From an optimization exercise on the open Yosys and OpenROAD flow, aimed at small area; shortcuts taken in it are not production practice. In this exercise RTL edits were held to simulation tests only and were not proved equivalent to the original. Power is estimated from default activity; no workload was simulated.

## byte_ring_fifo_with_search
module byte_ring_fifo_with_search (
    input  logic               aclk,
    input  logic               aresetn,
    input  logic               s_valid,
    output logic               s_ready,
    input  logic [19:0]        s_data,
    output logic               m_valid,
    input  logic               m_ready,
    output logic [29:0]        m_data,
    input  logic               cfg_valid,
    output logic               cfg_ready,
    input  logic [6:0]         cfg_data
);
Size: about 540 flip-flops, about 65 I/O pins, about 13,000 um2 of cells after synthesis.
Settings: LEC_CHECK=0, CAP_MARGIN=20, CORE_MARGIN=2, CORE_UTILIZATION=40, SLEW_MARGIN=20; clock period 7.0 ns.
standard.sh (not shown) runs the stock make flow with config.mk's settings and CLKGATE_MAP_FILE= SYNTH_SCRIPT=/design/flow/synth_recipe.tcl, a recipe that flattens the netlist after the stock synthesis.
==> flow/flow/run.sh <==
#!/bin/bash
# Own layout flow: the standard flow (standard synthesis unchanged), with the port
# buffers made of the smallest buffer cell and the clock tree built with the options below.
set -euo pipefail
export BUFFER_PORTS_ARGS="-buffer_cell sky130_fd_sc_hd__buf_1"
export CTS_ARGS="-sink_clustering_enable -repair_clock_nets -dont_use_dummy_load -sink_clustering_size 30 -sink_clustering_max_diameter 100 -buf_list {sky130_fd_sc_hd__clkbuf_8 sky130_fd_sc_hd__clkbuf_16}"
bash standard.sh > standard_flow.log 2>&1
Edit:
==> flow/flow/run.sh (replaced) <==
#!/bin/bash
# Own layout flow: the standard flow (standard synthesis unchanged), with the port
# buffers made of the smallest buffer cell and the clock tree built with the options below.
set -euo pipefail
export BUFFER_PORTS_ARGS="-buffer_cell sky130_fd_sc_hd__buf_1"
export CTS_ARGS="-sink_clustering_enable -repair_clock_nets -dont_use_dummy_load"
bash standard.sh > standard_flow.log 2>&1
Result: The new run finished clean; cell area grows by 4.4%; combinational power hardly moves; clock skew shrinks by 0.0060 ns; die area is unchanged; via count climbs by 2.5%; critical path depth stays the same; clock-buffer cell count increases by 25; hold slack is better by 0.018 ns; core utilization climbs by 2.0 points; setup slack improved by 0.0032 ns; synthesized area is unchanged.
Edit:
==> flow/run.sh (new file) <==
#!/bin/bash
# synth_recipe.tcl (not shown) runs the flow's synth.tcl, then flattens the netlist and writes it again
# the make line also repeats each setting of config.mk as NAME=value (left out here)
make -C /OpenROAD-flow-scripts/flow DESIGN_CONFIG=/design/flow/config.mk WORK_HOME=/design/flow/orfs CLKGATE_MAP_FILE= SYNTH_SCRIPT=/design/flow/synth_recipe.tcl finish
removed: flow/flow/run.sh
removed: flow/standard.sh
The changed run passed the timing, design-rule and antenna checks.
Combinational power is higher by 24%.
Global-route usage is higher by 0.61 points.
Count of clock-buffer cells in the layout is higher by 20.
Non-clock buffer count is lower by 1.
Synthesized area is unchanged.
Critical path depth is unchanged.
Edit:
CORE_UTILIZATION = 60   (was 40)
CTS_BUF_LIST = sky130_fd_sc_hd__clkbuf_4   (was not set)
CTS_CLUSTER_SIZE = 30   (was not set)
Outcome: The new run finished clean; critical path depth is unchanged; via count came out higher by a little under a tenth; utilization rose by 22 points; total power fell by roughly a tenth.

---

The RTL this note starts from:
==> flow/design.v <==
package brfs_pkg;
    localparam logic [3:0] CMD_PUSH        = 4'd0;
    localparam logic [3:0] CMD_POP         = 4'd1;
    localparam logic [3:0] CMD_PEEK        = 4'd2;
    localparam logic [3:0] CMD_SEARCH      = 4'd3;
    localparam logic [3:0] CMD_SEARCH_CRLF = 4'd4;
    localparam logic [3:0] CMD_DROP_ONE    = 4'd5;
    localparam logic [3:0] CMD_ADVANCE     = 4'd6;
    localparam logic [3:0] CMD_DROP_CR     = 4'd7;
    localparam logic [3:0] CMD_DROP_CRLF   = 4'd8;
    localparam logic [3:0] CMD_EMPTY       = 4'd9;
    localparam logic [1:0] ST_OK        = 2'd0;
    localparam logic [1:0] ST_FULL      = 2'd1;
    localparam logic [1:0] ST_EMPTYBUF  = 2'd2;
    localparam logic [1:0] ST_NOT_FOUND = 2'd3;
    localparam logic [7:0] CH_CR     = 8'h0D;
    localparam logic [7:0] CH_LF     = 8'h0A;
endpackage
import brfs_pkg::*;
module brfs_cell (
    input  logic [7:0] byte_in,
    input  logic [7:0] key,
    output logic       key_hit,
    output logic       cr_hit,
    output logic       lf_hit
);
    assign key_hit = (byte_in == key);
    assign cr_hit  = (byte_in == CH_CR);
    assign lf_hit  = (byte_in == CH_LF);
endmodule
import brfs_pkg::*;
module byte_ring_fifo_with_search (
    input  logic               aclk,
    input  logic               aresetn,
    input  logic               s_valid,
    output logic               s_ready,
    input  logic [19:0]        s_data,
    output logic               m_valid,
    input  logic               m_ready,
    output logic [29:0]        m_data,
    input  logic               cfg_valid,
    output logic               cfg_ready,
    input  logic [6:0]         cfg_data
);
    localparam int N = 63;
    logic [8*N-1:0] ring;        
    logic [5:0]     pos;         
    logic [5:0]     fill_reg;    
    logic [5:0]     len_reg;     
    logic           mv_reg;      
    logic           go_reg;      
    logic           cr_reg;      
    logic [1:0]     sts_reg;
    logic           rbv_reg;     
    logic [7:0]     val_reg;     
    logic [7:0]     rb_out;
    logic [5:0]     fp_out;
    logic [3:0]     op;
    logic [7:0]     kb, kp, pb;
    logic [5:0]     free_cnt;
    logic           full, empty, eq_f, eq_p, at_end, act;
    logic           key_hit, cr_hit, lf_hit;
    logic           done, wr, rm, rm_keep, clr, inc, rb_ld, fp_ld, fp_keep, cr_set;
    logic [1:0]     sts_n;
    logic [5:0]     cfg_len;
    assign op = s_data[19:16];
    assign kb = s_data[15:8];
    assign kp = s_data[7:0];
    assign pb = ring[8*N-1 -: 8];
    brfs_cell u_cmp (
        .byte_in(pb),
        .key    (kb),
        .key_hit(key_hit),
        .cr_hit (cr_hit),
        .lf_hit (lf_hit)
    );
    assign free_cnt = len_reg + ~fill_reg;     
    assign full     = (free_cnt == 6'd0);
    assign empty    = (fill_reg == 6'd0);
    assign eq_f     = (pos == fill_reg);
    assign eq_p     = (kp[7:6] == 2'b00) && (pos == kp[5:0]);
    assign at_end   = eq_f || (go_reg && pos == 6'd0);
    assign act      = s_valid && !mv_reg && (go_reg || pos == 6'd0);
    always_comb begin
        done    = 1'b0;
        wr      = 1'b0;
        rm      = 1'b0;      
        rm_keep = 1'b0;      
        clr     = 1'b0;
        inc     = 1'b0;
        rb_ld   = 1'b0;
        fp_ld   = 1'b0;
        fp_keep = 1'b0;
        cr_set  = 1'b0;
        sts_n   = ST_OK;
        if (act) begin
            if (empty && op != CMD_PUSH && op <= CMD_DROP_CRLF) begin
                done  = 1'b1;
                sts_n = ST_EMPTYBUF;
            end else begin
                case (op)
                    CMD_PUSH: begin
                        if (full) begin
                            done  = 1'b1;
                            sts_n = ST_FULL;
                        end else if (eq_f) begin
                            done = 1'b1;
                            wr   = 1'b1;
                            inc  = 1'b1;
                        end
                    end
                    CMD_POP: begin
                        done  = 1'b1;
                        rm    = 1'b1;
                        rb_ld = 1'b1;
                    end
                    CMD_DROP_ONE: begin
                        done = 1'b1;
                        rm   = 1'b1;
                    end
                    CMD_PEEK: begin
                        if (at_end) begin
                            done  = 1'b1;
                            sts_n = ST_NOT_FOUND;
                        end else if (eq_p) begin
                            done  = 1'b1;
                            rb_ld = 1'b1;
                        end
                    end
                    CMD_SEARCH: begin
                        if (at_end || eq_p) begin
                            done  = 1'b1;
                            sts_n = ST_NOT_FOUND;
                        end else if (key_hit) begin
                            done  = 1'b1;
                            fp_ld = 1'b1;
                        end
                    end
                    CMD_SEARCH_CRLF, CMD_DROP_CRLF: begin
                        if (!cr_reg) begin
                            if (at_end) begin
                                done  = 1'b1;
                                sts_n = ST_NOT_FOUND;
                            end else if (cr_hit) begin
                                cr_set = 1'b1;
                                fp_ld  = 1'b1;
                            end
                        end else begin
                            done = 1'b1;
                            if (!at_end && lf_hit) begin
                                fp_keep = 1'b1;
                                rm      = (op == CMD_DROP_CRLF);
                            end else begin
                                sts_n = ST_NOT_FOUND;
                            end
                        end
                    end
                    CMD_DROP_CR: begin
                        if (at_end) begin
                            done  = 1'b1;
                            sts_n = ST_NOT_FOUND;
                        end else if (cr_hit) begin
                            done  = 1'b1;
                            fp_ld = 1'b1;
                            rm    = 1'b1;
                        end
                    end
                    CMD_ADVANCE: begin
                        if (at_end) begin
                            done = 1'b1;
                            clr  = 1'b1;
                        end else if (eq_p) begin
                            done    = 1'b1;
                            rm      = 1'b1;
                            rm_keep = 1'b1;
                        end
                    end
                    CMD_EMPTY: begin
                        done = 1'b1;
                        clr  = 1'b1;
                    end
                    default: begin
                        done  = 1'b1;
                        sts_n = ST_NOT_FOUND;
                    end
                endcase
            end
        end
    end
    assign cfg_len = (cfg_data < 7'd2)   ? 6'd2 :
                     (cfg_data >= 7'd64) ? 6'd0 : cfg_data[5:0];
    assign s_ready   = done;
    assign cfg_ready = !mv_reg;
    assign m_valid   = mv_reg;
    assign rb_out    = rbv_reg ? val_reg : 8'd0;
    assign fp_out    = rbv_reg ? 6'd63 : val_reg[5:0];
    assign m_data    = {sts_reg, rb_out, {2{&fp_out}}, fp_out, fill_reg, free_cnt};
    always_ff @(posedge aclk) begin
        ring <= {ring[8*N-9:0], wr ? kb : pb};
    end
    always_ff @(posedge aclk) begin
        if (!aresetn) begin
            pos <= 6'd0;
        end else if (rm) begin
            pos <= {5'd0, rm_keep};
        end else if (pos == 6'd62) begin
            pos <= 6'd0;
        end else begin
            pos <= pos + 6'd1;
        end
    end
    always_ff @(posedge aclk) begin
        if (!aresetn) begin
            fill_reg <= 6'd0;
            len_reg  <= 6'd0;
            mv_reg   <= 1'b0;
        end else begin
            if (cfg_valid && !mv_reg) begin
                len_reg  <= cfg_len;
                fill_reg <= 6'd0;
            end else if (clr) begin
                fill_reg <= 6'd0;
            end else begin
                fill_reg <= fill_reg + (rm ? ~pos : 6'd0) + {5'd0, inc | rm_keep};
            end
            mv_reg <= mv_reg ? !m_ready : done;
        end
    end
    always_ff @(posedge aclk) begin
        go_reg <= act && !done;
        cr_reg <= act && !done && (cr_reg || cr_set);
        if (!mv_reg) begin
            sts_reg <= sts_n;
            rbv_reg       <= rb_ld;
            val_reg[7:6]  <= pb[7:6];
            if (rb_ld) begin
                val_reg[5:0] <= pb[5:0];
            end else if (fp_ld) begin
                val_reg[5:0] <= pos;
            end else if (!(cr_reg && (fp_keep || !done))) begin
                val_reg[5:0] <= 6'd63;
            end
        end
    end
endmodule
Settings: LEC_CHECK=0, CAP_MARGIN=20, CORE_MARGIN=2, CORE_UTILIZATION=70, PLACE_DENSITY=0.85, SLEW_MARGIN=20; clock period 7.0 ns.
==> flow/flow/run.sh <==
#!/bin/bash
# Own layout flow: the standard flow (standard synthesis unchanged), with the port
# buffers made of the smallest buffer cell and the clock tree built with the options below.
set -euo pipefail
export BUFFER_PORTS_ARGS="-buffer_cell sky130_fd_sc_hd__buf_1"
export CTS_ARGS="-sink_clustering_enable -repair_clock_nets -dont_use_dummy_load -sink_clustering_size 32 -sink_clustering_max_diameter 50 -buf_list {sky130_fd_sc_hd__clkbuf_16}"
bash standard.sh > standard_flow.log 2>&1
Rerun with:
--- a/flow/flow/run.sh
+++ b/flow/flow/run.sh
@@ -6 +6 @@
-export CTS_ARGS="-sink_clustering_enable -repair_clock_nets -dont_use_dummy_load -sink_clustering_size 32 -sink_clustering_max_diameter 50 -buf_list {sky130_fd_sc_hd__clkbuf_16}"
+export CTS_ARGS="-sink_clustering_enable -repair_clock_nets -dont_use_dummy_load -sink_clustering_size 30 -sink_clustering_max_diameter 60 -buf_list {sky130_fd_sc_hd__clkbuf_16}"
Settings changed: CORE_UTILIZATION 70 to 40, PLACE_DENSITY 0.85 to default.
After rerunning: Sequential share of layout area came out lower by 1.3 points. Cell area increases by 1.6%. Synthesized area does not change. Total power shrinks by 0.32%.
Rerun with:
--- a/flow/flow/run.sh
+++ b/flow/flow/run.sh
@@ -6 +6 @@
-export CTS_ARGS="-sink_clustering_enable -repair_clock_nets -dont_use_dummy_load -sink_clustering_size 30 -sink_clustering_max_diameter 60 -buf_list {sky130_fd_sc_hd__clkbuf_16}"
+export CTS_ARGS="-sink_clustering_enable -repair_clock_nets -dont_use_dummy_load -sink_clustering_size 36 -sink_clustering_max_diameter 60 -buf_list {sky130_fd_sc_hd__clkbuf_16}"
Synthesized cell count is unchanged.
Register-to-register slack gets better by 0.04 ns.
Clock-buffer cell count shrinks by 2.
Routed wire length hardly moves.
Total power shrinks by 1.2%.
Die area does not change.
Sequential cell count is unchanged.

[static timing again, ports no longer ideal]
The results above use ideal ports. As a check the final layouts listed here were re-extracted and re-timed, cells and wires unchanged. Step 1 (the two cells are an assumption about what drives the block):
set clk [get_ports {aclk}]
set_driving_cell -lib_cell sky130_fd_sc_hd__clkbuf_16 $clk
set_driving_cell -lib_cell sky130_fd_sc_hd__buf_2 [delete_from_list [all_inputs] $clk]
Step 2 adds t to the input delays and takes it off the output delays; t is the mean of the earliest and latest rising clock arrival at the registers after step 1. Input paths then give back, and output paths get back, about the clock's delay inside the block. a / b / c = no drivers / after step 1 / after step 2; a / b = the first two.
| run | shift t [ns] | slack for setup (ns) | slew at the worst register clock pin (ns) | pins driven straight from the clock port |
|---|---|---|---|---|
| the first run of note 1 | 0.538 | 2.218 / 2.179 / 2.108 | 0.11 / 0.11 | 1 |
| the second run of note 1 | 0.562 | 2.221 / 2.185 / 2.062 | 0.06 / 0.06 | 1 |
| the third run of note 1 | 0.590 | 1.494 / 1.456 / 1.456 | 0.06 / 0.06 | 1 |
| the fourth run of note 1 | 0.736 | 1.474 / 1.447 / 1.447 | 0.07 / 0.07 | 1 |
| the first run of note 2 | 0.570 | 2.023 / 1.976 / 1.976 | 0.11 / 0.11 | 1 |
| the second run of note 2 | 0.574 | 2.049 / 2.018 / 2.018 | 0.10 / 0.10 | 1 |
| the third run of note 2 | 0.573 | 2.052 / 2.021 / 2.021 | 0.12 / 0.12 | 1 |
After both steps every run listed still meets setup and hold. For the second run of note 1, which loses most, drivers alone change the setup slack by -0.036 ns; drivers and shift together by -0.159 ns.
